Source: an optimization exercise on an open RTL-to-GDS flow (aim: small area, a short achievable clock period and few clock cycles per item). Production flows keep margins and buffers that such runs may drop. Where RTL was checked, it was by simulation tests only, not by an equivalence proof against the original. Function not checked in runs 1 to 3: the RTL went through the layout flow alone. Power and IR drop assume default switching activity.

### flow/run.sh
#!/bin/bash
# synth_recipe.tcl (not shown) runs the flow's synth.tcl, then flattens the netlist and writes it again
# the make line also repeats each setting of config.mk as NAME=value (left out here)
make -C /OpenROAD-flow-scripts/flow DESIGN_CONFIG=/design/flow/config.mk WORK_HOME=/design/flow/orfs CLKGATE_MAP_FILE= SYNTH_SCRIPT=/design/flow/synth_recipe.tcl finish
### flow/config.mk
export PLATFORM = sky130hd
export DESIGN_NAME = blob_slot_tracker
export DESIGN_NICKNAME = blob_slot_tracker
export VERILOG_FILES = /design/flow/design.v
export SDC_FILE = /design/flow/constraint.sdc
export NUM_CORES = 4
export LEC_CHECK = 0
export CAP_MARGIN = 20
export CORE_MARGIN = 2
export CORE_UTILIZATION = 40
export SLEW_MARGIN = 20
### flow/constraint.sdc
create_clock -name core_clock -period 13.0 [get_ports {clk}]
set_input_delay 2.6000 -clock core_clock [delete_from_list [all_inputs] [get_ports {clk}]]
set_output_delay 2.6000 -clock core_clock [all_outputs]
set_load 0.01 [all_outputs]
### flow/design.v
package bst_pkg;
  localparam int MAX_SLOTS   = 16;
  localparam int COORD_W     = 12;
  localparam int SLOT_W      = (MAX_SLOTS > 1) ? $clog2(MAX_SLOTS) : 1;
  localparam int CNT_W       = $clog2(MAX_SLOTS + 1);
  localparam int CFG_SLOTS_W = 5;
  localparam int N_W         = (CNT_W > CFG_SLOTS_W) ? CNT_W : CFG_SLOTS_W;
  localparam int RADIUS_W    = 8;
  localparam int CAP_W       = 6;
  localparam int ENERGY_W    = 8;
  localparam int IDX_OUT_W   = 4;
  localparam int STATUS_W    = 2;
  localparam int CFG_IDX_W   = 2;
  localparam int CFG_DATA_W  = 8;
  localparam int R2_W        = 2 * RADIUS_W;
  localparam int D2_W        = 2 * COORD_W + 1;
  localparam logic [STATUS_W-1:0] ST_TICK  = 2'd0;
  localparam logic [STATUS_W-1:0] ST_MATCH = 2'd1;
  localparam logic [STATUS_W-1:0] ST_CLAIM = 2'd2;
  localparam logic [STATUS_W-1:0] ST_DROP  = 2'd3;
  localparam logic [CFG_IDX_W-1:0] REG_SLOTS  = 2'd0;
  localparam logic [CFG_IDX_W-1:0] REG_RADIUS = 2'd1;
  localparam logic [CFG_IDX_W-1:0] REG_CAP    = 2'd2;
  localparam logic [CFG_SLOTS_W-1:0] RST_SLOTS  = 5'd16;
  localparam logic [RADIUS_W-1:0]    RST_RADIUS = 8'd5;
  localparam logic [CAP_W-1:0]       RST_CAP    = 6'd20;
  localparam logic signed [ENERGY_W-1:0] ENERGY_GAIN  = 8'sd2;
  localparam logic signed [ENERGY_W-1:0] ENERGY_DECAY = 8'sd1;
  typedef struct packed {
    logic start;
    logic tick_step;
    logic det_step;
    logic claim;
    logic load_out;
  } bst_cmd_t;
  typedef struct packed {
    logic empty;
    logic last;
    logic hit;
    logic out_free;
  } bst_stat_t;
endpackage
import bst_pkg::*;
module blob_slot_tracker (
  input  logic                       clk,
  input  logic                       rst,
  input  logic                       req_valid,
  output logic                       req_ready,
  input  logic                       req_type,
  input  logic [COORD_W-1:0]         req_det_x,
  input  logic [COORD_W-1:0]         req_det_y,
  output logic                       rsp_valid,
  input  logic                       rsp_ready,
  output logic [STATUS_W-1:0]        rsp_status,
  output logic [IDX_OUT_W-1:0]       rsp_slot_index,
  output logic signed [ENERGY_W-1:0] rsp_slot_energy,
  input  logic                       cfg_valid,
  output logic                       cfg_ready,
  input  logic [CFG_IDX_W-1:0]       cfg_index,
  input  logic [CFG_DATA_W-1:0]      cfg_data
);
  localparam int S  = MAX_SLOTS;
  localparam int TW = R2_W + 2;       
  localparam int CB = 6;              
  localparam int GW = COORD_W - CB;   
  localparam int DW = 10;             
  assign cfg_ready = 1'b1;
  function automatic logic geq(input logic [COORD_W-1:0] a, input logic [COORD_W-1:0] b);
    logic ge;
    ge = 1'b1;
    for (int i = 0; i < COORD_W; i++) ge = (a[i] == b[i]) ? ge : a[i];
    geq = ge;
  endfunction
  function automatic logic [2*GW-1:0] window(input logic [COORD_W-1:0] c,
                                             input logic [RADIUS_W-1:0] rr);
    logic [COORD_W:0] lo, hi;
    lo = {1'b0, c} - {{(COORD_W-RADIUS_W+1){1'b0}}, rr};
    hi = {1'b0, c} + {{(COORD_W-RADIUS_W+1){1'b0}}, rr};
    window[2*GW-1:GW] = lo[COORD_W] ? '0 : lo[COORD_W-1:CB];
    window[GW-1:0]    = hi[COORD_W] ? '1 : hi[COORD_W-1:CB];
  endfunction
  function automatic logic inwin(input logic [2*GW-1:0] w, input logic [COORD_W-1:0] c);
    inwin = geq(COORD_W'(c[COORD_W-1:CB]), COORD_W'(w[2*GW-1:GW])) &&
            geq(COORD_W'(w[GW-1:0]), COORD_W'(c[COORD_W-1:CB]));
  endfunction
  function automatic logic [7:0] absdiff8(input logic [DW-1:0] a, input logic [DW-1:0] b);
    logic [DW-1:0] d, e, m;
    d = a - b;
    e = b - a;
    m = d[DW-1] ? e : d;
    absdiff8 = m[8] ? 8'hff : m[7:0];
  endfunction
  function automatic logic [S-1:0] lowest(input logic [S-1:0] m);
    logic [S-1:0] seen;
    seen[0] = 1'b0;
    for (int j = 1; j < S; j++) seen[j] = seen[j-1] | m[j-1];
    lowest = m & ~seen;
  endfunction
  function automatic logic [S-1:0] below(input logic [S-1:0] oh);
    for (int j = 0; j < S; j++) begin
      below[j] = !(|oh);
      for (int k = j + 1; k < S; k++) below[j] = below[j] | oh[k];
    end
  endfunction
  function automatic logic [SLOT_W-1:0] enc(input logic [S-1:0] oh);
    enc = '0;
    for (int j = 0; j < S; j++) if (oh[j]) enc = enc | SLOT_W'(j);
  endfunction
  function automatic logic [5*TW-1:0] sq_rows(input logic [7:0] a);
    logic [TW-1:0] row [5];
    int            h [TW];
    for (int r = 0; r < 5; r++) row[r] = '0;
    for (int k = 0; k < TW; k++) h[k] = 0;
    for (int i = 0; i < 8; i++) begin
      row[h[2*i]][2*i] = a[i];
      h[2*i]++;
      for (int j = i + 1; j < 8; j++) begin
        row[h[i+j+1]][i+j+1] = a[i] & a[j];
        h[i+j+1]++;
      end
    end
    sq_rows = {row[4], row[3], row[2], row[1], row[0]};
  endfunction
  function automatic logic circle(input logic [7:0] a, input logic [7:0] b,
                                  input logic [TW-1:0] k);
    logic [5*TW-1:0] ra, rb;
    logic [TW-1:0]   t;
    ra = sq_rows(a);
    rb = sq_rows(b);
    t  = ra[0*TW +: TW] + ra[1*TW +: TW] + ra[2*TW +: TW] + ra[3*TW +: TW] + ra[4*TW +: TW]
       + rb[0*TW +: TW] + rb[1*TW +: TW] + rb[2*TW +: TW] + rb[3*TW +: TW] + rb[4*TW +: TW]
       + k;
    circle = !t[TW-1];
  endfunction
  logic [CFG_SLOTS_W-1:0] slots_in_use;
  logic [RADIUS_W-1:0]    radius;
  logic [CAP_W-1:0]       cap;
  always_ff @(posedge clk) begin
    if (rst) begin
      slots_in_use <= RST_SLOTS;
      radius       <= RST_RADIUS;
      cap          <= RST_CAP;
    end else if (cfg_valid) begin
      unique case (cfg_index)
        REG_SLOTS:  slots_in_use <= cfg_data[CFG_SLOTS_W-1:0];
        REG_RADIUS: radius       <= cfg_data[RADIUS_W-1:0];
        REG_CAP:    cap          <= cfg_data[CAP_W-1:0];
        default: begin
        end
      endcase
    end
  end
  logic                rnz;
  logic [RADIUS_W-1:0] rm1;     
  assign rm1 = radius - RADIUS_W'(1);
  logic [RADIUS_W-1:0] tin;     
  logic [TW-1:0]       kr2;     
  logic [5*TW-1:0]     rr_rows;
  assign rr_rows = sq_rows(radius);
  always_ff @(posedge clk) begin
    rnz <= |radius;
    tin <= RADIUS_W'(({4'b0, radius} + {3'b0, radius, 1'b0} + {1'b0, radius, 3'b0}) >> 4);
    kr2 <= TW'(1 << (TW - 1)) - (rr_rows[0*TW +: TW] + rr_rows[1*TW +: TW] + rr_rows[2*TW +: TW]
                                 + rr_rows[3*TW +: TW] + rr_rows[4*TW +: TW]);
  end
  logic [S-1:0] slot_en;
  always_comb begin
    for (int j = 0; j < S; j++) slot_en[j] = (N_W'(slots_in_use) > N_W'(j));
  end
  logic signed [ENERGY_W-1:0] cap_s;
  logic signed [ENERGY_W-1:0] claim_e;
  assign cap_s   = $signed({{(ENERGY_W-CAP_W){1'b0}}, cap});
  assign claim_e = (|cap) ? ENERGY_GAIN : '0;
  logic [S-1:0]                     act;
  logic [S-1:0][COORD_W-1:0]        sx;
  logic [S-1:0][COORD_W-1:0]        sy;
  logic [S-1:0][ENERGY_W-1:0]       se;      
  logic [ENERGY_W-1:0]              tcnt, tm1;
  logic               sk_v, sk_t;
  logic [COORD_W-1:0] sk_x, sk_y;
  logic               p1_v, p1_t;
  logic [COORD_W-1:0] p1_x, p1_y;
  logic [2*GW-1:0]    p1_wx, p1_wy;
  logic               p2_v, p2_t, p2_pst;
  logic [COORD_W-1:0] p2_x, p2_y;
  logic [2*GW-1:0]    p2_wx, p2_wy;
  logic [S-1:0]       p2_m, p2_c;
  logic [DW-1:0]      p2_cx, p2_cy;
  logic               p3_v, p3_t, p3_pst, p3_ra, p3_rb, p3_w;
  logic [COORD_W-1:0] p3_x, p3_y;
  logic [S-1:0]       p3_m;       
  logic [S-1:0]       p3_c;       
  logic [7:0]         p3_ax, p3_ay;
  logic               p3_oc;      
  logic               p3_fb;      
  logic               p3_of;      
  logic [DW-1:0]      rcx, rcy;   
  logic               exc_q;      
  logic [S-1:0]       last_upd;   
  logic               osk_v;
  logic [STATUS_W-1:0]  osk_st;
  logic [IDX_OUT_W-1:0] osk_idx;
  logic [ENERGY_W-1:0]  osk_en;
  logic complete, adv2, adv1, p1_ld;
  assign adv2      = !p3_v || complete;
  assign adv1      = (!p2_v || adv2) && !p3_ra;
  assign p1_ld     = !p1_v || adv1;
  assign req_ready = !sk_v;
  logic               in_t;
  logic [COORD_W-1:0] in_x, in_y;
  assign in_t = sk_v ? sk_t : req_type;
  assign in_x = sk_v ? sk_x : req_det_x;
  assign in_y = sk_v ? sk_y : req_det_y;
  logic [S-1:0]       box1, pk_m, pk_c;
  logic               box13;    
  logic [DW-1:0]      pk_cx, pk_cy;
  always_comb begin
    for (int j = 0; j < S; j++)
      box1[j] = p1_t && rnz && act[j] && inwin(p1_wx, sx[j]) && inwin(p1_wy, sy[j]);
  end
  assign box13 = p1_t && rnz && inwin(p1_wx, p3_x) && inwin(p1_wy, p3_y);
  assign pk_m = p3_ra ? p3_m : box1;
  assign pk_c = lowest(pk_m);
  always_comb begin
    pk_cx = '0;
    pk_cy = '0;
    for (int j = 0; j < S; j++) begin
      pk_cx = pk_cx | ({DW{pk_c[j]}} & sx[j][DW-1:0]);
      pk_cy = pk_cy | ({DW{pk_c[j]}} & sy[j][DW-1:0]);
    end
  end
  logic [COORD_W-1:0] d_x, d_y;
  logic [DW-1:0]      d_cx, d_cy;
  logic [7:0]         d_ax, d_ay;
  logic               d_oc;
  assign d_x  = p3_rb ? p3_x : p2_x;
  assign d_y  = p3_rb ? p3_y : p2_y;
  assign d_cx = p3_rb ? rcx : p2_cx;
  assign d_cy = p3_rb ? rcy : p2_cy;
  assign d_ax = absdiff8(d_x[DW-1:0], d_cx);
  assign d_ay = absdiff8(d_y[DW-1:0], d_cy);
  assign d_oc = geq(COORD_W'(tin), COORD_W'(d_ax)) && geq(COORD_W'(tin), COORD_W'(d_ay));
  logic       fb2, of2;
  logic [7:0] fx2, fy2;
  assign fb2 = p2_t && rnz && inwin(p2_wx, p3_x) && inwin(p2_wy, p3_y);
  assign fx2 = absdiff8(p2_x[DW-1:0], p3_x[DW-1:0]);
  assign fy2 = absdiff8(p2_y[DW-1:0], p3_y[DW-1:0]);
  assign of2 = geq(COORD_W'(tin), COORD_W'(fx2)) && geq(COORD_W'(tin), COORD_W'(fy2));
  always_ff @(posedge clk) begin
    exc_q <= circle(p3_ax, p3_ay, kr2);
  end
  logic [S-1:0] s_oh, below_c, below_s, rem, free_oh;
  logic         sv, cs, cv, act_c, crel, s_below_c, c_below_s, rem_below_s, rem_any;
  logic         kc, vc, hs, su, hc, rsu, unc, rfull;
  logic         sel_s, sel_c, nomatch, has_free, rpl, base, tick_done;
  logic [ENERGY_W-1:0]        b_c, b_s, nb_c, nb_s, new_b, claim_b;
  logic signed [ENERGY_W-1:0] e_c, e_s, he_c, he_s;
  assign s_oh    = last_upd;
  assign sv      = |last_upd;
  assign cv      = |p3_c;
  assign below_c = below(p3_c);
  assign below_s = below(s_oh) & {S{sv}};
  always_comb begin
    b_c = '0;
    b_s = '0;
    for (int j = 0; j < S; j++) begin
      b_c = b_c | ({ENERGY_W{p3_c[j]}} & se[j]);
      b_s = b_s | ({ENERGY_W{s_oh[j]}} & se[j]);
    end
  end
  assign cs        = |(p3_c & s_oh);
  assign act_c     = |(p3_c & act);
  assign crel      = cv && !cs && act_c;       
  assign s_below_c = |(s_oh & below_c);
  assign c_below_s = cv && !cs && !s_below_c;
  assign kc        = p3_oc || p3_w;
  assign vc        = p3_oc || exc_q;
  assign hc        = crel && vc;
  assign hs        = sv && p3_fb && p3_of;
  assign su        = sv && p3_fb && !p3_of;
  assign rsu       = su && !(crel && kc && vc && c_below_s);
  assign rfull     = rsu || p3_pst;
  assign unc       = !rfull && crel && !kc;
  assign rem         = p3_m & ~p3_c & ~s_oh & act;
  assign rem_any     = |rem;
  assign rem_below_s = |(rem & below_s);
  assign sel_s    = hs && (s_below_c || cs || (!hc && !rem_below_s));
  assign sel_c    = hc && !(hs && (s_below_c || cs));
  assign nomatch  = !sel_s && !sel_c && !rem_any;
  assign rpl      = !sel_s && !sel_c && rem_any;
  assign free_oh  = lowest(~act & slot_en);
  assign has_free = |(~act & slot_en);
  assign base      = p3_v && !p3_ra && !p3_rb && !osk_v;
  assign complete  = base && !(p3_t && (rfull || unc || rpl));
  assign tick_done = base && !p3_t;
  assign e_c     = $signed(b_c - tcnt);
  assign e_s     = $signed(b_s - tcnt);
  assign he_c    = (e_c < cap_s) ? e_c + ENERGY_GAIN : e_c;
  assign he_s    = (e_s < cap_s) ? e_s + ENERGY_GAIN : e_s;
  assign nb_c    = (e_c < cap_s) ? b_c + ENERGY_W'(ENERGY_GAIN) : b_c;
  assign nb_s    = (e_s < cap_s) ? b_s + ENERGY_W'(ENERGY_GAIN) : b_s;
  assign claim_b = tcnt + claim_e;
  assign new_b   = sel_s ? nb_s : (sel_c ? nb_c : claim_b);
  logic [S-1:0] upd;
  assign upd = (base && p3_t && !rfull && !unc) ? (({S{sel_s}} & s_oh) | ({S{sel_c}} & p3_c) |
                                                   ({S{nomatch}} & free_oh)) : '0;
  logic [S-1:0] kill;
  always_comb begin
    for (int j = 0; j < S; j++) kill[j] = tick_done && act[j] && (se[j] == tm1);
  end
  logic [STATUS_W-1:0]  r_st;
  logic [IDX_OUT_W-1:0] r_idx;
  logic [ENERGY_W-1:0]  r_en;
  always_comb begin
    if (!p3_t) begin
      r_st = ST_TICK;  r_idx = '0;                       r_en = '0;
    end else if (sel_s) begin
      r_st = ST_MATCH; r_idx = IDX_OUT_W'(enc(s_oh));    r_en = he_s;
    end else if (sel_c) begin
      r_st = ST_MATCH; r_idx = IDX_OUT_W'(enc(p3_c));    r_en = he_c;
    end else if (has_free) begin
      r_st = ST_CLAIM; r_idx = IDX_OUT_W'(enc(free_oh)); r_en = claim_e;
    end else begin
      r_st = ST_DROP;  r_idx = '0;                       r_en = '0;
    end
  end
  logic [S-1:0] f_m;
  logic         f_take_s, f_stale;
  assign f_m      = (box1 & ~kill & ~upd) | (upd & {S{box13}});
  assign f_take_s = box13 && |(upd & (below(pk_c) | pk_c));
  assign f_stale  = !box13 && |(upd & pk_c);
  always_ff @(posedge clk) begin
    if (rst) begin
      sk_v     <= 1'b0;
      p1_v     <= 1'b0;
      p2_v     <= 1'b0;
      p3_v     <= 1'b0;
      p3_ra    <= 1'b0;
      p3_rb    <= 1'b0;
      p3_w     <= 1'b0;
      last_upd <= '0;
    end else begin
      if (p1_ld) begin
        p1_v <= sk_v || req_valid;
        sk_v <= 1'b0;
      end else if (req_valid && !sk_v) begin
        sk_v <= 1'b1;
      end
      if (adv1) p2_v <= p1_v;
      if (adv2) begin
        p3_v  <= p2_v;
        p3_ra <= 1'b0;
        p3_rb <= 1'b0;
        p3_w  <= 1'b0;
      end else if (p3_ra) begin
        p3_ra <= 1'b0;
        p3_rb <= 1'b1;
      end else if (p3_rb) begin
        p3_rb <= 1'b0;
      end else if (base && p3_t && (rfull || (!unc && rpl))) begin
        p3_ra <= 1'b1;
        p3_w  <= 1'b0;
      end else if (base && p3_t && unc) begin
        p3_w  <= 1'b1;
      end
      if (adv2) last_upd <= upd;
      else if (p3_ra) last_upd <= '0;
    end
  end
  always_ff @(posedge clk) begin
    if (!sk_v) begin
      sk_t <= req_type;
      sk_x <= req_det_x;
      sk_y <= req_det_y;
    end
    if (p1_ld) begin
      p1_t  <= in_t;
      p1_x  <= in_x;
      p1_y  <= in_y;
      p1_wx <= window(in_x, rm1);
      p1_wy <= window(in_y, rm1);
    end
    if (adv1) begin
      p2_t   <= p1_t;
      p2_x   <= p1_x;
      p2_y   <= p1_y;
      p2_wx  <= p1_wx;
      p2_wy  <= p1_wy;
      p2_m   <= f_m;
      p2_c   <= f_take_s ? upd : pk_c;
      p2_cx  <= f_take_s ? p3_x[DW-1:0] : pk_cx;
      p2_cy  <= f_take_s ? p3_y[DW-1:0] : pk_cy;
      p2_pst <= f_stale;
    end
    if (adv2) begin
      p3_t   <= p2_t;
      p3_x   <= p2_x;
      p3_y   <= p2_y;
      p3_m   <= p2_m;
      p3_c   <= p2_c;
      p3_pst <= p2_pst;
      p3_ax  <= d_ax;
      p3_ay  <= d_ay;
      p3_oc  <= d_oc;
      p3_fb  <= fb2;
      p3_of  <= of2;
    end else if (p3_ra) begin
      p3_c   <= pk_c;
      rcx    <= pk_cx;
      rcy    <= pk_cy;
    end else if (p3_rb) begin
      p3_pst <= 1'b0;
      p3_ax  <= d_ax;
      p3_ay  <= d_ay;
      p3_oc  <= d_oc;
    end else if (base && p3_t && rfull) begin
      p3_m <= (p3_m & act & ~s_oh) | ((sv && p3_fb) ? s_oh : '0);
    end else if (base && p3_t && !unc && rpl) begin
      p3_m <= rem | (hs ? s_oh : '0);
    end
  end
  always_ff @(posedge clk) begin
    if (rst) begin
      tcnt <= '0;
      tm1  <= '1;
    end else if (tick_done) begin
      tcnt <= tcnt + ENERGY_W'(1);
      tm1  <= tcnt;
    end
  end
  always_ff @(posedge clk) begin
    if (rst) begin
      act <= '0;
    end else begin
      for (int j = 0; j < S; j++) begin
        if (kill[j]) act[j] <= 1'b0;
        if (upd[j])  act[j] <= 1'b1;
      end
      if (cfg_valid && cfg_index == REG_SLOTS) act <= '0;
    end
  end
  always_ff @(posedge clk) begin
    for (int j = 0; j < S; j++) begin
      if (upd[j]) begin
        sx[j] <= p3_x;
        sy[j] <= p3_y;
        se[j] <= new_b;
      end
    end
  end
  always_ff @(posedge clk) begin
    if (rst) begin
      rsp_valid <= 1'b0;
      osk_v     <= 1'b0;
    end else if (osk_v) begin
      if (rsp_ready) begin
        rsp_status      <= osk_st;
        rsp_slot_index  <= osk_idx;
        rsp_slot_energy <= osk_en;
        osk_v           <= 1'b0;
      end
    end else if (complete) begin
      if (!rsp_valid || rsp_ready) begin
        rsp_valid       <= 1'b1;
        rsp_status      <= r_st;
        rsp_slot_index  <= r_idx;
        rsp_slot_energy <= r_en;
      end else begin
        osk_v   <= 1'b1;
        osk_st  <= r_st;
        osk_idx <= r_idx;
        osk_en  <= r_en;
      end
    end else if (rsp_ready) begin
      rsp_valid <= 1'b0;
    end
  end
endmodule
==> results.cfg, run 1 <==
[status]
outcome = complete, no violations

[clock_tree]
hold_buffers = 0
cts_inserted_buffers = 102
cts-resized-gates = 0
cts.clk_slew.worst_paths_ns = 0.07
cts-root-buf = clkbuf_16
post-cts-setup-buffers = 0
clock_latency_ns = 0.78
clock_path_buffers = 3
clock_sinks = 916
htree_levels = 3
cts_tree = yes

[routing]
wl_um = 193000
viasPerCell = 6.13
remaining_drc_errors = 0
antenna_left = 0
drtPass1Iterations = 9
drt_iter0_markers = 5301
num_vias = 41300
routedWlPerCell_um = 28.7

[setup_path]
worstSetupStartpoint = p3_c[13]
cp_max_fo = 36
start_kind = flop
cp_data_arrival_time_ns = 7.52
cp.required_ns = 13.49
critical_path_class = flop to flop
r2r-start = p3_c[13]
reg2reg_depth = 13
cp-end-kind = flop

[global_routing]
grt_usage_pct = 27.7
grt_pass1_vias = 39700
grt-ovfl-total = 0
antenna_found_initial = 4
grt_pass1_wl_um = 278000
grt_max_degree = 76

[placed_design]
portBuffers = 55
post_dp_cell_area_um2 = 56300
gp_congestion = 1.03
dp_hpwl_um = 135000

[pwr]
max-vdd-ir-drop_mv = 0.304
p_leak_nw = 21.8
cellPowerDensity_nw_per_um2 = 160

[sta]
max_freq_ghz = 0.142
finalSetupViolCount = 0
post-route-period-util_pct = 54.1
fin_setup_tns_ns = 0
min_period_ns = 7.03
final-hold-violation-count = 0
slew_viol_final = 0
tightest_slew_ns = 1.22
rsz0062_at_grt = false
slew-limit-headroom_pct = 17.9
fin_skew_ns = 0.0768

[logic_synthesis]
syn_area_um2 = 53600
synth_top_area_share_pct = 44.2
ys_types = 111
synth_area_leaders = edfxtp_1, ha_1, dfxtp_1, fa_1, maj3_1
yosysWarnings = 7
synth_edf_count = 788
avgSynthCellArea_um2 = 11.0
ys_ff_latch = 916
yosysSeqAreaShare_pct = 48.9
async_flop_share_pct = 0
yosysMostFrequentCell = edfxtp_1
synth_common_cells = edfxtp_1, nand2_1, inv_1
synth_top_cell_by_area = edfxtp_1
synth_nets = 5213
ys.flop_type = edfxtp_1
syn-instance-count = 4868

[layout]
nets = 5225
antenna_cells = 0
drive_gt1_share_pct = 9.26
area_growth_pct = 11.6
num-fill-cells = 12400
final_area_um2 = 59800

[floorplan]
die_x_um = 370
initial_core_util_pct = 40.2
io_pins = 57
core-area_um2 = 133000
row_count = 134
die_area_um2 = 137000
chipHeight_um = 370

[min_path]
hp-start = p1_x[10]
hold_path.class = flop to flop
min_path_cells = 0

[job]
cap_violations = 0
## worst max-delay path, stage by stage, from the launching register on
cell	delay (ns)
edfxtp_1	0.84
a22o_1	0.36
a221oi_1	0.23
nand4_1	0.36
nor3_2	0.87
nand2b_1	0.28
o41ai_2	0.56
nand2_2	0.56
a21oi_4	0.95
buf_4	0.45
o311ai_0	0.18
a41o_2	0.32
buf_4	0.34
mux2_4	0.39
## registers in the layout (all words and copies together), names as in the netlist, 16 cells and up
| signal | cells |
|---|---|
| act | 16 |
| sx | 192 |
| last_upd | 16 |
| p2_m | 16 |
| se | 128 |
| sy | 192 |
| p3_m | 16 |
| kr2 | 17 |
| p3_c | 16 |
| p2_c | 16 |
## layer usage
| metal | track usage (%) | routed length (um) | vias to the layer above |
|---|---|---|---|
| met5 | 0 | 13 | - |
| met4 | 11.7 | 9260 | 2 |
| met3 | 5.62 | 18000 | 497 |
| met2 | 42.2 | 84100 | 2225 |
| met1 | 38.4 | 81600 | 20500 |
| li1 | - | - | 18100 |
## stage by stage
| stage | std cells | hold WS (ns) | util [%] | worst slack, ns | total power, mW |
|---|---|---|---|---|---|
| 2_1_floorplan | 4868 | 0.400 | - | 3.03 | 5.80 |
| 3_3_place_gp | 6543 | 0.402 | 42.2 | 6.34 | 6.56 |
| 3_5_place_dp | 6543 | 0.405 | 42.2 | 6.25 | 6.63 |
| 4_1_cts | 6736 | 0.418 | 44.8 | 6.21 | 9.67 |
| 5_1_grt | 6737 | 0.422 | 44.9 | 5.89 | 10.3 |
| 6_report | 6737 | 0.419 | 44.9 | 5.97 | 9.58 |
## kinds of logic (layout without fill, tap and decap cells)
group / count (synthesis) / after routing / share of synthesized area (%)
compound gates: 1145 / 1145 / 15.3
flops: 916 / 916 / 48.9
other cells: 1 / 1 / 0.00700
fa+ha+maj: 453 / 453 / 11.2
buf+inv: 579 / 680 / 4.22
simple gates: 1391 / 1391 / 13.4
mux: 158 / 158 / 3.33
xor+xnor: 225 / 225 / 3.68
## placed cells by master, fill, tap and decap left out, drive strengths merged, types with 58 or more instances in the layout
cell and count:
xor2 100, nor3 84, nor2b 131, a22o 58, a21oi 209, a22oi 153, nand2 348, edfxtp 788
mux2i 76, inv 322, fa 89, a221oi 79, mux2 82, ha 216, maj3 148, xnor2 125
nand2b 101, nor2 274, nand3 106, buf 113, and2 86, dfxtp 128, o21ai 191, clkbuf 127
## cell type report
class                   count  area, um2  area share (%)
well taps                1768       2210            3.70
clock inverters            66        777            1.30
flip-flops and latches    916      26200            43.9
repair buffers            167       1390            2.32
multi-input cells        3373      25300            42.3
clock buffers             127       2720            4.55
inverters                 320       1200            2.01
## power by group
part / total, mW / internal, mW / switching [mW] / leakage, nW
Combinational: 3.06 / 1.42 / 1.64 / 11.4
Sequential: 3.50 / 3.31 / 0.185 / 8.69
Clock: 3.03 / 1.71 / 1.32 / 1.66
## final timing paths
check / to / slack [ns]
min: p2_x[10] / 0.42
max: p2_cy[5] / 5.97
min reg2reg: p2_x[10] / 0.42
max reg2reg: p2_cy[5] / 5.97
==> run 2: changes to the inputs <==
--- a/flow/design.v
+++ b/flow/design.v
@@ -183,6 +183,6 @@
   logic [2*GW-1:0]    p1_wx, p1_wy;
   logic               p2_v, p2_t, p2_pst;
+  logic               p2_fb;      
   logic [COORD_W-1:0] p2_x, p2_y;
-  logic [2*GW-1:0]    p2_wx, p2_wy;
   logic [S-1:0]       p2_m, p2_c;
   logic [DW-1:0]      p2_cx, p2_cy;
@@ -220,4 +220,6 @@
   end
   assign box13 = p1_t && rnz && inwin(p1_wx, p3_x) && inwin(p1_wy, p3_y);
+  logic box12;
+  assign box12 = p1_t && rnz && inwin(p1_wx, p2_x) && inwin(p1_wy, p2_y);
   assign pk_m = p3_ra ? p3_m : box1;
   assign pk_c = lowest(pk_m);
@@ -243,5 +245,5 @@
   logic       fb2, of2;
   logic [7:0] fx2, fy2;
-  assign fb2 = p2_t && rnz && inwin(p2_wx, p3_x) && inwin(p2_wy, p3_y);
+  assign fb2 = p2_fb;
   assign fx2 = absdiff8(p2_x[DW-1:0], p3_x[DW-1:0]);
   assign fy2 = absdiff8(p2_y[DW-1:0], p3_y[DW-1:0]);
@@ -385,6 +387,5 @@
       p2_x   <= p1_x;
       p2_y   <= p1_y;
-      p2_wx  <= p1_wx;
-      p2_wy  <= p1_wy;
+      p2_fb  <= p2_v ? box12 : box13;
       p2_m   <= f_m;
       p2_c   <= f_take_s ? upd : pk_c;
--- a/flow/config.mk
+++ b/flow/config.mk
@@ -8,4 +8,5 @@
 export CAP_MARGIN = 20
 export CORE_MARGIN = 2
-export CORE_UTILIZATION = 40
+export CORE_UTILIZATION = 55
+export PLACE_DENSITY = 0.8
 export SLEW_MARGIN = 20
==> run 2 against run 1 <==
  * Count of clock-buffer cells in the layout down 1
  * Hold slack got worse by 0.024 ns
  * Core utilization grew 16 points
  * Largest cell class unchanged
  * Sequential power shrank 3%
  * Critical path depth grew 8
  * Critical path type unchanged
  * Wire length down 3.2%
  * Clock power decreased by 7.3%
  * Synthesized area is 2.0% lower
  * Cell count down 8.9%
  * Largest power group unchanged
  * Setup slack better by 0.22 ns
==> results.cfg, run 2 <==
[status]
outcome = complete, no violations

[layout]
drive_gt1_share_pct = 9.32
multi_input_comb_area_um2 = 24800
finish.utilization_pct = 60.9
area_growth_pct = 9.97
num-fill-cells = 7543
ff_latch_area_um2 = 25500
final_area_um2 = 57700
reg.largest.list = sx: 192 flops, sy: 192 flops, se: 128 flops
mostFrequentLayoutCells = edfxtp_1, nand2_1, inv_1
nets = 5133
final_common_cell = edfxtp_1

[placed_design]
dp_hpwl_um = 130000
gp_congestion = 1.01
post_dp_cell_area_um2 = 54500
portBuffers = 55

[logic_synthesis]
syn-instance-count = 4794
synth_top_family_by_area = compound AO/OA/AOI/OAI gates
ys_types = 110
synth-xor-area-share_pct = 3.87
ys.flop_type = edfxtp_1
ys_ff_latch = 893
yosysMostFrequentCell = edfxtp_1
synth_compound_area_share_pct = 15.9
synth_nets = 5138
async_flop_share_pct = 0
synth_top_cell_by_area = edfxtp_1
synth_common_cells = edfxtp_1, nand2_1, inv_1
synth_edf_count = 765
synth_mux_area_share_pct = 3.21
yosysWarnings = 7
avgSynthCellArea_um2 = 11.0
synth-simple-area-share_pct = 12.1
syn_area_um2 = 52500
synth_top_area_share_pct = 43.7
synth_area_leaders = edfxtp_1, ha_1, dfxtp_1, fa_1, maj3_1
synth_fa_ha_area_share_pct = 11.8
yosysSeqAreaShare_pct = 48.6

[sta]
final-hold-violation-count = 0
tightest_slew_ns = 1.16
fin_skew_ns = 0.0310
slew_viol_final = 0
slew-limit-headroom_pct = 22.2
fin_setup_tns_ns = 0
max_freq_ghz = 0.147
post-route-period-util_pct = 52.4
finalSetupViolCount = 0
rsz0062_at_grt = false
min_period_ns = 6.82

[global_routing]
grt_pass1_vias = 40300
antenna_found_initial = 4
top_usage_layer = met2
grt_pass1_wl_um = 271000
use_met2_pct = 57.1
grt_util_met1_pct = 49.8
grt_usage_pct = 37.6
use_met3_pct = 9.00
grt_max_degree = 83
grt-ovfl-total = 0

[pwr]
max-vdd-ir-drop_mv = 0.236
cellPowerDensity_nw_per_um2 = 157
p_leak_nw = 21.3

[setup_path]
cp-end-kind = flop
cp_max_fo = 16
worst_path_max_delay_cell = a21oi_2
cp_data_arrival_time_ns = 7.14
slowest_delay_ns = 0.83
start_kind = flop
critical_path_class = flop to flop
cp_cell_sequence = a22o_1 > a221oi_1 > nand3_1 > nor2_1 > inv_1 > ha_1 > nor2b_1 > o21ai_0 > nand2b_1 > xor2_1 > ha_1 > nor2b_1 > o21ai_0 > nand2b_1 > a21oi_1 > a21oi_1 > or4b_2 > nor3_1 > xnor2_1 > a211oi_1 > a21oi_2
cp.required_ns = 13.32

[clock_tree]
clock_latency_ns = 0.71
htree_levels = 3
cts.clk_slew.worst_paths_ns = 0.06
post-cts-setup-buffers = 0
cts_inserted_buffers = 93
clock_sinks = 893
cts-resized-gates = 0
cts-root-buf = clkbuf_16
cts_tree = yes
clock_path_buffers = 3
hold_buffers = 0

[floorplan]
initial_core_util_pct = 55.4
die_x_um = 313
die_area_um2 = 98000
chipHeight_um = 313
io_pins = 57
row_count = 113
core-area_um2 = 94900

[job]
cap_violations = 0

[min_path]
hold_path.class = flop to flop

[routing]
drt_iter0_markers = 6476
routedWlPerCell_um = 30.4
antenna_left = 0
viasPerCell = 6.76
num_vias = 41500
wl_um = 187000
drtPass1Iterations = 11
remaining_drc_errors = 0
-- run 2: worst max-delay path, delay by kind of cell (launching register included) --
family / cells / cell delay (ns)
and+or+nand+nor: 8 / 2.13
AOI/OAI and AO/OA: 8 / 2.22
buffers and inverters: 1 / 0.16
DFF: 1 / 0.78
adders and majority gates: 2 / 0.61
xor gates and xnor gates: 2 / 0.48
-- run 2: area by class of cell --
| type | instances | share of cell area (%) |
|---|---|---|
| Antenna cell | 5 | 0.0217 |
| Sequential cell | 893 | 44.2 |
| Multi-Input combinational cell | 3301 | 42.9 |
| Timing Repair Buffer | 151 | 2.21 |
| Clock inverter | 50 | 0.947 |
| Clock buffer | 126 | 4.67 |
| Inverter | 349 | 2.27 |
| Tap cell | 1265 | 2.74 |
-- run 2: report_power, final --
group          switching, mW  total, mW  leakage (nW)  internal [mW]
sequential             0.172       3.38          8.43           3.21
clock                   1.18       2.81          1.58           1.63
combinational           1.53       2.90          11.3           1.37
total                   2.89       9.09          21.3           6.21
-- run 2: stage by stage --
step                instances  setup WS (ns)  hold WS (ns)  total power [mW]
floorplan                4794           3.99         0.400              5.57
global placement         5958           6.40         0.401              6.24
detailed placement       5959           6.37         0.405              6.34
CTS                      6135           6.31         0.397              9.13
global route             6135           6.00         0.406              9.68
finish                   6140           6.18         0.395              9.09
-- run 2: worst paths after layout --
| path | start | end | slack [ns] | depth (start not counted) |
|---|---|---|---|---|
| max | p3_c[0] | se[102] | 6.18 | 21 |
| min | p1_y[10] | p2_y[10] | 0.40 | 0 |
| max reg2reg | p3_c[0] | se[102] | 6.18 | 21 |
| min reg2reg | p1_y[10] | p2_y[10] | 0.40 | 0 |
-- run 2: cell families after synthesis --
logic type / Yosys count
AOI/OAI and AO/OA: 1188
xor gates and xnor gates: 232
adders and majority gates: 474
buffers and inverters: 600
DFF: 893
muxes: 153
other: 1
and+or+nand+nor: 1253
-- run 2: layer usage --
| metal | share of wire, % | vias to the layer above |
|---|---|---|
| met5 | 0.021 | - |
| met4 | 6.6 | 6 |
| met3 | 12 | 665 |
| met2 | 44 | 3006 |
| met1 | 38 | 20100 |
| li1 | - | 17700 |
==> run 3: changes to the inputs <==
==> flow/flow/run.sh (new file) <==
#!/bin/bash
set -o pipefail
cp standard.sh standard.sh.txt 2>/dev/null
export SETUP_SLACK_MARGIN=8.5
bash standard.sh > standard.log 2>&1
==> flow/standard.sh (new file) <==
#!/bin/bash
# synth_recipe.tcl (not shown) runs the flow's synth.tcl, then flattens the netlist and writes it again
# the make line also repeats each setting of config.mk as NAME=value (left out here)
make -C /OpenROAD-flow-scripts/flow DESIGN_CONFIG=/design/flow/config.mk WORK_HOME=/design/flow/orfs CLKGATE_MAP_FILE= SYNTH_SCRIPT=/design/flow/synth_recipe.tcl "${@:-finish}"
--- a/flow/config.mk
+++ b/flow/config.mk
@@ -8,5 +8,4 @@
 export CAP_MARGIN = 20
 export CORE_MARGIN = 2
-export CORE_UTILIZATION = 55
-export PLACE_DENSITY = 0.8
+export CORE_UTILIZATION = 40
 export SLEW_MARGIN = 20
removed: flow/run.sh
==> run 3 against run 2 <==
  * Sequential power fell by 1%
  * Synthesized area did not move
  * Hold slack improved by 0.022 ns
  * Maximum frequency rose by 33%
  * Non-clock buffer count rose by 477
  * Critical path type unchanged
  * First-iteration DRC count rose by 1.8%
  * Clock power barely moved
  * Total power rose by 7.7%
==> results.cfg, run 3 <==
[logic_synthesis]
avgSynthCellArea_um2 = 11.0
synth_edf_count = 765
yosysSeqAreaShare_pct = 48.6
yosysWarnings = 7
synth_top_cell_by_area = edfxtp_1
syn_area_um2 = 52500
synth_area_leaders = edfxtp_1, ha_1, dfxtp_1, fa_1, maj3_1
ys_types = 110
synth_nets = 5138
synth_top_area_share_pct = 43.7
async_flop_share_pct = 0
synth_common_cells = edfxtp_1, nand2_1, inv_1
ys.flop_type = edfxtp_1
syn-instance-count = 4794
ys_ff_latch = 893
yosysMostFrequentCell = edfxtp_1

[pwr]
power_mw = 9.79
p_leak_nw = 25.1
cellPowerDensity_nw_per_um2 = 146
max-vdd-ir-drop_mv = 0.256

[clock_tree]
cts_inserted_buffers = 98
cts.clk_slew.worst_paths_ns = 0.06
clock_path_buffers = 3
htree_levels = 3
cts-root-buf = clkbuf_16
clock_sinks = 893
cts_tree = yes
clock_latency_ns = 0.74

[placed_design]
dp_hpwl_um = 138000
portBuffers = 55
gp_congestion = 0.958
dp_cells = 6449
place_ws_ns = 6.65
post_dp_cell_area_um2 = 55400

[setup_path]
r2r-start = p1_wy[1]
cp.required_ns = 13.47
start_kind = flop
cp_max_fo = 7
cp_data_arrival_time_ns = 5.60
endpoint = p2_c[0]
reg2reg_to = p2_c[0]
r2r_setup_slack_ns = 7.86
reg2reg_depth = 18
cp-end-kind = flop
critical_path_class = flop to flop
worstSetupStartpoint = p1_wy[1]

[floorplan]
die_area_um2 = 134000
die_x_um = 366
chipHeight_um = 366
io_pins = 57
initial_core_util_pct = 40.4
row_count = 132
core-area_um2 = 130000

[global_routing]
grt_max_degree = 63
antenna_found_initial = 8
grt_pass1_vias = 42300
grt-ovfl-total = 0
grt_usage_pct = 31.4
grt_pass1_wl_um = 306000

[sta]
setup_ws_ns = 7.86
slew-limit-headroom_pct = 21.7
rsz0062_at_grt = true
tightest_slew_ns = 1.17
post-route-period-util_pct = 39.5
slew_viol_final = 0
final-hold-violation-count = 0
whs_ns = 0.417
fin_skew_ns = 0.0616
min_period_ns = 5.14
fin_setup_tns_ns = 0
max_freq_ghz = 0.195
finalSetupViolCount = 0

[layout]
mostFrequentLayoutCells = edfxtp_1, buf_4, nand2_1
multi_input_comb_area_um2 = 27800
final_common_cell = edfxtp_1
final_area_um2 = 66900
finish.utilization_pct = 51.5
nets = 5641
ff_latch_area_um2 = 25600
area_growth_pct = 27.5
reg.largest.list = sx: 192 flops, sy: 192 flops, se: 128 flops
fin_cells = 7126
num-fill-cells = 11200
drive_gt1_share_pct = 26.1

[routing]
drtPass1Iterations = 10
viasPerCell = 6.26
remaining_drc_errors = 0
num_vias = 44600
drt_iter0_markers = 6590
routedWlPerCell_um = 31.5
wl_um = 224000
antenna_left = 0

[status]
outcome = complete, no violations

[min_path]
hold_path.class = flop to flop

[job]
cap_violations = 0
## run 3: cell types whose count changed in the layout (fill, tap and decap cells not counted), sizes merged, moves of 2 or more
cell | before | now
or3 | 20 | 25
bufbuf | 0 | 7
clkinv | 39 | 46
clkbuf | 126 | 148
dlygate4sd2 | 0 | 3
clkinvlp | 4 | 26
clkdlybuf4s50 | 54 | 46
dlymetal6s2s | 0 | 2
inv | 348 | 333
and4 | 4 | 6
a21o | 28 | 31
buf | 97 | 553
## run 3: repair_timing
action,CTS,global route
buffers inserted,332,95
gates cloned,37,26
gates resized for setup,528,358
endpoints found under the setup margin,1022,723
hold buffers,0,0
endpoints found under the hold margin,0,0
pin swaps,172,182
## run 3: logic make-up after synthesis
family                   synth area share [%]
AND/OR/NAND/NOR                          12.1
XOR/XNOR                                 3.87
AO/OA/AOI/OAI                            15.9
other                                 0.00714
buffers and inverters                    4.46
multiplexers                             3.21
flip-flops                               48.6
adder cells (fa/ha/maj)                  11.8
## run 3: area by class of cell
type | instances | area share (%)
Inverter | 349 | 2.14
Timing Repair inverter | 11 | 0.157
Tap cell | 1742 | 3.26
Clock inverter | 52 | 0.832
Multi-Input combinational cell | 3316 | 41.6
Timing Repair Buffer | 628 | 9.87
Sequential cell | 893 | 38.2
Antenna cell | 4 | 0.0150
Clock buffer | 131 | 3.95
## run 3: worst min-delay path by stage
stage	start	end	slack [ns]	depth (start not counted)
finish	p1_x[11]	p2_x[11]	0.42	0
global placement	p1_x[6]	p2_x[6]	0.40	0
global route	p1_y[2]	p2_y[2]	0.42	0
detailed placement	p1_x[11]	p2_x[11]	0.40	0
CTS	p1_x[8]	p2_x[8]	0.42	0
floorplan	p1_x[0]	p2_x[0]	0.40	0
## run 3: critical path, stage by stage (launching register included)
cell and delay, ns:
edfxtp_1 0.53, inv_4 0.11, maj3_2 0.34, maj3_2 0.31
maj3_2 0.33, maj3_2 0.34, a2111o_1 0.47, o21ai_4 0.26
or4b_4 0.22, buf_6 0.12, nor4b_4 0.05, clkbuf_16 0.15
a222oi_1 0.45, o21ai_2 0.15, a211oi_4 0.30, a21oi_4 0.12
buf_12 0.17, buf_12 0.15, mux2_4 0.30
## run 3: report_power, final
part	internal [mW]	total, mW	switching [mW]
combinational	1.78	3.64	1.86
sequential	3.21	3.33	0.120
clock	1.58	2.83	1.24
total	6.57	9.79	3.22
## run 3: routing by layer
layer	part of all wire (%)	routed length (um)	GRT usage, %
met5	0.027	60	0
met3	10	23200	5.83
met4	6.9	15500	16.6
met2	44	99000	49.0
met1	39	86500	41.4
==> run 4: changes to the inputs <==
--- a/flow/design.v
+++ b/flow/design.v
@@ -122,15 +122,4 @@
     sq_rows = {row[4], row[3], row[2], row[1], row[0]};
   endfunction
-  function automatic logic circle(input logic [7:0] a, input logic [7:0] b,
-                                  input logic [TW-1:0] k);
-    logic [5*TW-1:0] ra, rb;
-    logic [TW-1:0]   t;
-    ra = sq_rows(a);
-    rb = sq_rows(b);
-    t  = ra[0*TW +: TW] + ra[1*TW +: TW] + ra[2*TW +: TW] + ra[3*TW +: TW] + ra[4*TW +: TW]
-       + rb[0*TW +: TW] + rb[1*TW +: TW] + rb[2*TW +: TW] + rb[3*TW +: TW] + rb[4*TW +: TW]
-       + k;
-    circle = !t[TW-1];
-  endfunction
   logic [CFG_SLOTS_W-1:0] slots_in_use;
   logic [RADIUS_W-1:0]    radius;
@@ -187,5 +176,5 @@
   logic [S-1:0]       p2_m, p2_c;
   logic [DW-1:0]      p2_cx, p2_cy;
-  logic               p3_v, p3_t, p3_pst, p3_ra, p3_rb, p3_w;
+  logic               p3_v, p3_t, p3_pst, p3_ra, p3_rb;
   logic [COORD_W-1:0] p3_x, p3_y;
   logic [S-1:0]       p3_m;       
@@ -193,8 +182,12 @@
   logic [7:0]         p3_ax, p3_ay;
   logic               p3_oc;      
+  logic               p3_sm;      
   logic               p3_fb;      
   logic               p3_of;      
   logic [DW-1:0]      rcx, rcy;   
-  logic               exc_q;      
+  logic               xb, xd, xph;
+  logic [TW-1:0]      xacc;
+  logic [15:0]        xsh;
+  logic [7:0]         xmq;
   logic [S-1:0]       last_upd;   
   logic               osk_v;
@@ -235,5 +228,5 @@
   logic [DW-1:0]      d_cx, d_cy;
   logic [7:0]         d_ax, d_ay;
-  logic               d_oc;
+  logic               d_oc, d_sm;
   assign d_x  = p3_rb ? p3_x : p2_x;
   assign d_y  = p3_rb ? p3_y : p2_y;
@@ -243,4 +236,5 @@
   assign d_ay = absdiff8(d_y[DW-1:0], d_cy);
   assign d_oc = geq(COORD_W'(tin), COORD_W'(d_ax)) && geq(COORD_W'(tin), COORD_W'(d_ay));
+  assign d_sm = geq(COORD_W'(d_ax), COORD_W'(radius)) || geq(COORD_W'(d_ay), COORD_W'(radius));
   logic       fb2, of2;
   logic [7:0] fx2, fy2;
@@ -249,7 +243,4 @@
   assign fy2 = absdiff8(p2_y[DW-1:0], p3_y[DW-1:0]);
   assign of2 = geq(COORD_W'(tin), COORD_W'(fx2)) && geq(COORD_W'(tin), COORD_W'(fy2));
-  always_ff @(posedge clk) begin
-    exc_q <= circle(p3_ax, p3_ay, kr2);
-  end
   logic [S-1:0] s_oh, below_c, below_s, rem, free_oh;
   logic         sv, cs, cv, act_c, crel, s_below_c, c_below_s, rem_below_s, rem_any;
@@ -276,6 +267,6 @@
   assign s_below_c = |(s_oh & below_c);
   assign c_below_s = cv && !cs && !s_below_c;
-  assign kc        = p3_oc || p3_w;
-  assign vc        = p3_oc || exc_q;
+  assign kc        = p3_oc || p3_sm || xd;
+  assign vc        = p3_oc || (xd && !xacc[TW-1]);
   assign hc        = crel && vc;
   assign hs        = sv && p3_fb && p3_of;
@@ -340,5 +331,4 @@
       p3_ra    <= 1'b0;
       p3_rb    <= 1'b0;
-      p3_w     <= 1'b0;
       last_upd <= '0;
     end else begin
@@ -354,5 +344,4 @@
         p3_ra <= 1'b0;
         p3_rb <= 1'b0;
-        p3_w  <= 1'b0;
       end else if (p3_ra) begin
         p3_ra <= 1'b0;
@@ -362,7 +351,4 @@
       end else if (base && p3_t && (rfull || (!unc && rpl))) begin
         p3_ra <= 1'b1;
-        p3_w  <= 1'b0;
-      end else if (base && p3_t && unc) begin
-        p3_w  <= 1'b1;
       end
       if (adv2) last_upd <= upd;
@@ -404,4 +390,5 @@
       p3_ay  <= d_ay;
       p3_oc  <= d_oc;
+      p3_sm  <= d_sm;
       p3_fb  <= fb2;
       p3_of  <= of2;
@@ -415,4 +402,5 @@
       p3_ay  <= d_ay;
       p3_oc  <= d_oc;
+      p3_sm  <= d_sm;
     end else if (base && p3_t && rfull) begin
       p3_m <= (p3_m & act & ~s_oh) | ((sv && p3_fb) ? s_oh : '0);
@@ -421,4 +409,32 @@
     end
   end
+  always_ff @(posedge clk) begin
+    if (rst) begin
+      xb <= 1'b0;
+      xd <= 1'b0;
+    end else if (adv2 || p3_ra || p3_rb) begin
+      xb <= 1'b0;
+      xd <= 1'b0;
+    end else if (xb) begin
+      if (xmq[0]) xacc <= xacc + TW'(xsh);
+      if (|xmq[7:1]) begin
+        xsh <= {xsh[14:0], 1'b0};
+        xmq <= {1'b0, xmq[7:1]};
+      end else if (!xph) begin
+        xph <= 1'b1;
+        xsh <= {8'b0, p3_ay};
+        xmq <= p3_ay;
+      end else begin
+        xb <= 1'b0;
+        xd <= 1'b1;
+      end
+    end else if (base && p3_t && unc && !xd) begin
+      xb   <= 1'b1;
+      xph  <= 1'b0;
+      xacc <= kr2;
+      xsh  <= {8'b0, p3_ax};
+      xmq  <= p3_ax;
+    end
+  end
   always_ff @(posedge clk) begin
     if (rst) begin
==> flow/flow/run.sh (replaced) <==
#!/bin/bash
# The standard layout (standard.sh); timing repair aims for a setup slack of 8.5 ns
# at the design's own clock and constraints. Output goes to standard.log.
set -o pipefail
export SETUP_SLACK_MARGIN=8.5
bash standard.sh > standard.log 2>&1
==> run 4 against run 3 <==
  * Sequential share of layout area is 1.2 points higher
  * Non-clock buffer count is 5 lower
  * Synthesized area is 2.4% higher
  * Core utilization is 0.39 points lower
  * Count of clock-buffer cells in the layout is 13 higher
  * Via count is 4.0% higher
  * Critical path type unchanged
  * Largest cell class unchanged
==> results.cfg, run 4 <==
[status]
outcome = complete, no violations

[logic_synthesis]
synth_fa_ha_area_share_pct = 7.90
synth-xor-area-share_pct = 3.76
synth_top_area_share_pct = 45.2
async_flop_share_pct = 0
yosysMostFrequentCell = edfxtp_1
synth_top_cell_by_area = edfxtp_1
yosysSeqAreaShare_pct = 49.9
yosysWarnings = 3
syn_area_um2 = 53800
synth_mux_area_share_pct = 3.42
synth_edf_count = 809
avgSynthCellArea_um2 = 10.6
synth_area_leaders = edfxtp_1, dfxtp_1, ha_1, nand2_1, xnor2_1
synth_top_family_by_area = compound AO/OA/AOI/OAI gates
synth_common_cells = edfxtp_1, nand2_1, inv_1
ys_ff_latch = 937
ys.flop_type = edfxtp_1
syn-instance-count = 5059
synth_compound_area_share_pct = 16.6
synth-simple-area-share_pct = 13.8
ys_types = 97
synth_nets = 5321

[clock_tree]
cts_tree = yes
hold_buffers = 0
clock_sinks = 937
clock_latency_ns = 0.75
clock_path_buffers = 3
cts_inserted_buffers = 102
cts-root-buf = clkbuf_16
cts.clk_slew.worst_paths_ns = 0.06
htree_levels = 3

[routing]
drtPass1Iterations = 9
met3WireLength_um = 22100
antenna_left = 0
top_layer_used = met4
remaining_drc_errors = 0
met2_length_um = 101000
wl_um = 229000
met1_length_um = 88600
viasPerCell = 6.28
routedWlPerCell_um = 31.0
drt_iter0_markers = 6252
num_vias = 46400

[pwr]
power_mw = 7.94
max-vdd-ir-drop_mv = 0.117
cellPowerDensity_nw_per_um2 = 116
p_leak_nw = 25.1

[sta]
setup_ws_ns = 8.14
rsz0062_at_grt = true
tightest_slew_ns = 1.16
finalSetupViolCount = 0
slew-limit-headroom_pct = 22.7
slew_viol_final = 0
min_period_ns = 4.86
whs_ns = 0.411
final-hold-violation-count = 0
fin_setup_tns_ns = 0
fin_skew_ns = 0.0405
max_freq_ghz = 0.206
post-route-period-util_pct = 37.4

[global_routing]
grt_usage_pct = 31.6
grt_pass1_vias = 43000
grt_max_degree = 56
antenna_found_initial = 1
grt-ovfl-total = 0
grt_pass1_wl_um = 312000

[layout]
final_area_um2 = 68200
fin_cells = 7393
mostFrequentLayoutCells = edfxtp_1, nand2_1, buf_4
area_growth_pct = 26.8
num-fill-cells = 11800
nets = 5793
finish.utilization_pct = 51.1
drive_gt1_share_pct = 24.0
final_common_cell = edfxtp_1
reg.largest.list = sx: 192 flops, sy: 192 flops, se: 128 flops

[placed_design]
post_dp_cell_area_um2 = 56800
place_ws_ns = 6.04
dp_cells = 6734
gp_congestion = 1.00
dp_hpwl_um = 143000
portBuffers = 55

[setup_path]
r2r-start = p3_c[5]
cp-end-kind = flop
cp_data_arrival_time_ns = 5.35
cp_max_fo = 7
critical_path_class = flop to flop
reg2reg_to = p2_cx[4]
r2r_setup_slack_ns = 8.14
reg2reg_depth = 17
cp.required_ns = 13.49
start_kind = flop

[floorplan]
row_count = 134
die_x_um = 371
core-area_um2 = 133000
die_area_um2 = 137000
chipHeight_um = 371
initial_core_util_pct = 40.3
io_pins = 57

[min_path]
holdPathEnd = p2_y[4]
hp-start = p1_y[4]
min_path_cells = 0
hold_path.class = flop to flop

[job]
cap_violations = 0
-- run 4: routing by layer --
metal  global-route usage, %  vias up
met1                    41.9    22800
met5                       0        -
met2                    48.6     2995
li1                        -    19900
met4                    17.9        0
met3                    5.53      753
-- run 4: layout make-up --
class	count	area (um2)	area share [%]
multi-input cells	3495	27600	40.4
flip-flops and latches	937	26900	39.4
repair buffers	623	6620	9.71
clock buffers	144	2880	4.22
well taps	1768	2210	3.24
inverters	367	1480	2.17
clock inverters	49	489	0.717
repair inverters	5	35.0	0.0514
diodes	5	12.5	0.0183
-- run 4: worst max-delay path: stages (launching register included) --
cell and delay [ns]:
edfxtp_1 0.56, nor4_4 0.45, nand2_1 0.14, o41ai_2 0.28, o211ai_1 0.16, buf_4 0.17
nor4_4 0.23, a21oi_4 0.12, buf_12 0.15, buf_8 0.13, a222oi_1 0.40, buf_4 0.22
o2111ai_1 0.11, a221o_1 0.35, o41a_4 0.49, buf_12 0.16, clkbuf_16 0.17, mux2_4 0.29
-- run 4: kinds of logic (layout without fill, tap and decap cells) --
logic type,count (synthesis),after routing
muxes,173,173
AOI/OAI and AO/OA,1278,1281
buffers and inverters,633,1188
and+or+nand+nor,1463,1466
other,1,6
adders and majority gates,343,343
DFF,937,937
xor gates and xnor gates,231,231
-- run 4: how the worst max path moves through the flow --
stage / from / endpoint
2_1_floorplan: p3_c[13] / p1_t
3_5_place_dp: p3_c[0] / p2_cx[6]
3_3_place_gp: last_upd[10] / p2_cx[9]
4_1_cts: p1_wy[1] / p2_cx[5]
6_report: p3_c[5] / p2_cx[4]
5_1_grt: p3_c[13] / p2_cx[5]
-- run 4: power by group --
part	switching [mW]	internal (mW)	total, mW
combinational	0.902	0.638	1.54
sequential	0.0819	3.36	3.44
clock	1.27	1.69	2.96
-- run 4: timing repair --
item	CTS	global route
pin swaps	147	132
gates resized for setup	538	307
cloned	22	36
buffers inserted	304	99
setup endpoints to repair	1063	564
endpoints found under the hold margin	0	0
Testbench counts of run 4, summed over its fixed seeds: cycles 5,913, items 5,802.
==> run 5: changes to the inputs <==
==> flow/flow/run.sh (replaced) <==
#!/bin/bash
# The standard layout (standard.sh); timing repair aims for a setup slack of 7.8 ns
# at the design's own clock and constraints. Output goes to standard.log.
set -o pipefail
export SETUP_SLACK_MARGIN=7.8
bash standard.sh > standard.log 2>&1
==> run 5 against run 4 <==
  * Via count shrank 5.9%
  * First-iteration DRC count shrank 19%
  * Cell count shrank 4.4%
  * Clock power grew 3%
  * Core utilization shrank 4.6 points
  * Cell area shrank 9.0%
  * Largest cell class is now registers
  * Largest power group unchanged
==> results.cfg, run 5 <==
[routing]
antenna_left = 0
met1_length_um = 85400
num_vias = 43700
met2_length_um = 95600
top_layer_used = met5
wl_um = 212000
drtPass1Iterations = 6
routedWlPerCell_um = 30.0
drt_iter0_markers = 5055
remaining_drc_errors = 0
viasPerCell = 6.18
met3WireLength_um = 18700

[setup_path]
slowest_delay_ns = 0.74
critical_path_class = flop to flop
worst_path_max_delay_cell = nor4_1
cp_max_fo = 22
path_common_cell = maj3_1
cp-end-kind = flop
cp.required_ns = 13.50
cp_data_arrival_time_ns = 5.72
start_kind = flop
cp_cell_sequence = inv_2 > maj3_1 > maj3_1 > maj3_1 > o221a_2 > nor4_1 > o31ai_4 > buf_4 > a22o_1 > nand2_1 > o2111ai_1 > a2111oi_4 > o2111ai_2 > mux2_1

[clock_tree]
clock_latency_ns = 0.76
clock_path_buffers = 3
cts_inserted_buffers = 107
cts.clk_slew.worst_paths_ns = 0.06
htree_levels = 3
clock_sinks = 937
cts_tree = yes
cts-root-buf = clkbuf_16

[logic_synthesis]
synth_top_cell_by_area = edfxtp_1
synth_area_leaders = edfxtp_1, dfxtp_1, ha_1, nand2_1, xnor2_1
ys_ff_latch = 937
synth_top_area_share_pct = 45.2
yosysWarnings = 3
synth_common_cells = edfxtp_1, nand2_1, inv_1
syn-instance-count = 5059
yosysSeqAreaShare_pct = 49.9
yosysMostFrequentCell = edfxtp_1
synth_nets = 5321
synth_edf_count = 809
avgSynthCellArea_um2 = 10.6
ys.flop_type = edfxtp_1
ys_types = 97
syn_area_um2 = 53800
async_flop_share_pct = 0

[sta]
slew_viol_final = 0
rsz0062_at_grt = true
max_freq_ghz = 0.191
min_period_ns = 5.22
fin_skew_ns = 0.0495
setup_ws_ns = 7.78
slew-limit-headroom_pct = 23.8
finalSetupViolCount = 0
fin_setup_tns_ns = 0
whs_ns = 0.406
tightest_slew_ns = 1.14
post-route-period-util_pct = 40.2
final-hold-violation-count = 0

[min_path]
hold_path.class = flop to flop

[layout]
final_common_cell = edfxtp_1
mostFrequentLayoutCells = edfxtp_1, nand2_1, inv_1
nets = 5464
num-fill-cells = 12400
reg.largest.list = sx: 192 flops, sy: 192 flops, se: 128 flops
area_growth_pct = 15.5
drive_gt1_share_pct = 13.9

[floorplan]
die_area_um2 = 137000
chipHeight_um = 371
core-area_um2 = 133000
io_pins = 57
die_x_um = 371
initial_core_util_pct = 40.3
row_count = 134

[pwr]
p_leak_nw = 22.4
max-vdd-ir-drop_mv = 0.118
cellPowerDensity_nw_per_um2 = 125
power_mw = 7.73

[global_routing]
grt_max_degree = 54
grt_pass1_vias = 41300
grt_usage_pct = 30.2
grt-ovfl-total = 0
antenna_found_initial = 5
grt_pass1_wl_um = 300000

[placed_design]
dp_hpwl_um = 143000
place_ws_ns = 6.63
gp_congestion = 0.980
portBuffers = 55

[status]
outcome = complete, no violations

[job]
cap_violations = 0
run 5: cell counts after synthesis:
Identical to the previous run, type by type.
run 5: cell type report:
type / count / area, um2 / area share [%]
timing repair buffer: 292 / 2500 / 4.03
antenna: 4 / 10.0 / 0.0161
tap: 1768 / 2210 / 3.56
clock inverter: 69 / 664 / 1.07
inverter: 367 / 1430 / 2.31
clock buffer: 135 / 2850 / 4.60
sequential: 937 / 26900 / 43.3
timing repair inverter: 4 / 20.0 / 0.0322
multi-input combinational: 3493 / 25500 / 41.1
run 5: worst max-delay path, delay by kind of cell (launching register included):
kind                       cells  cell delay (ns)
AOI/OAI and AO/OA              6             1.49
adders and majority gates      3             1.24
and+or+nand+nor                2             0.81
buffers and inverters          2             0.56
DFF                            1             0.53
muxes                          1             0.35
run 5: repair_timing:
item | 4_1_cts | 5_1_grt
setup endpoints to repair | 537 | 424
pin swaps | 12 | 20
hold buffers | 0 | 0
gates cloned | 6 | 2
resized for setup | 99 | 105
buffers inserted | 77 | 33
run 5: kinds of logic after synthesis:
group	after synthesis	share of synthesized area, %
mux	173	3.42
simple gates	1463	13.8
xor+xnor	231	3.76
flops	937	49.9
buf+inv	633	4.59
other cells	1	0.00697
compound gates	1278	16.6
fa+ha+maj	343	7.90
run 5: stage by stage:
stage / cells / instance area, um2 / utilization [%]
2_1_floorplan: 5059 / 53900 / -
3_3_place_gp: 6742 / 56700 / 42.5
3_5_place_dp: 6743 / 56700 / 42.5
4_1_cts: 7030 / 61300 / 46.0
5_1_grt: 7065 / 62100 / 46.5
6_report: 7069 / 62100 / 46.5
run 5: final timing paths:
path | start | endpoint | slack [ns] | cells after the start
worst max-delay path | p1_wx[1] | p2_cx[7] | 7.78 | 14
worst min-delay path | p1_y[8] | p2_y[8] | 0.41 | 0
worst max register to register | p1_wx[1] | p2_cx[7] | 7.78 | 14
worst min register to register | p1_y[8] | p2_y[8] | 0.41 | 0
run 5: layer usage:
layer | vias to the layer above | GRT usage, %
met5 | - | 0
met4 | 2 | 15.5
met3 | 600 | 5.96
met2 | 2372 | 47.4
met1 | 21500 | 39.5
li1 | 19200 | -
run 5: power by group:
part / internal [mW] / switching [mW] / leakage, nW
sequential: 3.36 / 0.0956 / 8.82
clock: 1.73 / 1.33 / 1.71
combinational: 0.464 / 0.753 / 11.9

## static timing again, ports no longer ideal
No port has a modelled driver above. Below, the same layouts with a new extraction and two added sets of constraints. Step 1: set_driving_cell puts a clkbuf_16 on clk and a buf_2 on each other input, an assumption about the parent block. Step 2 times the ports against the registers' clock, not the clock port: input delays grow and output delays shrink by t, the midpoint of the rising clock arrivals with the driver on. a / b / c = no drivers / after step 1 / after step 2; a / b = the first two.
run	t (ns)	setup slack, ns	pins driven straight from the clock port
run 1	0.819	5.966 / 5.966 / 5.966	1
run 2	0.763	6.183 / 6.183 / 6.183	1
run 3	0.778	7.861 / 7.861 / 7.797	1
run 4	0.815	8.143 / 8.143 / 7.767	1
run 5	0.817	7.775 / 7.775 / 7.188	1
After both steps setup and hold are still met in every run listed. The setup slack of run 5, which loses most, moves by 0.000 ns with the drivers and by -0.587 ns with both steps.
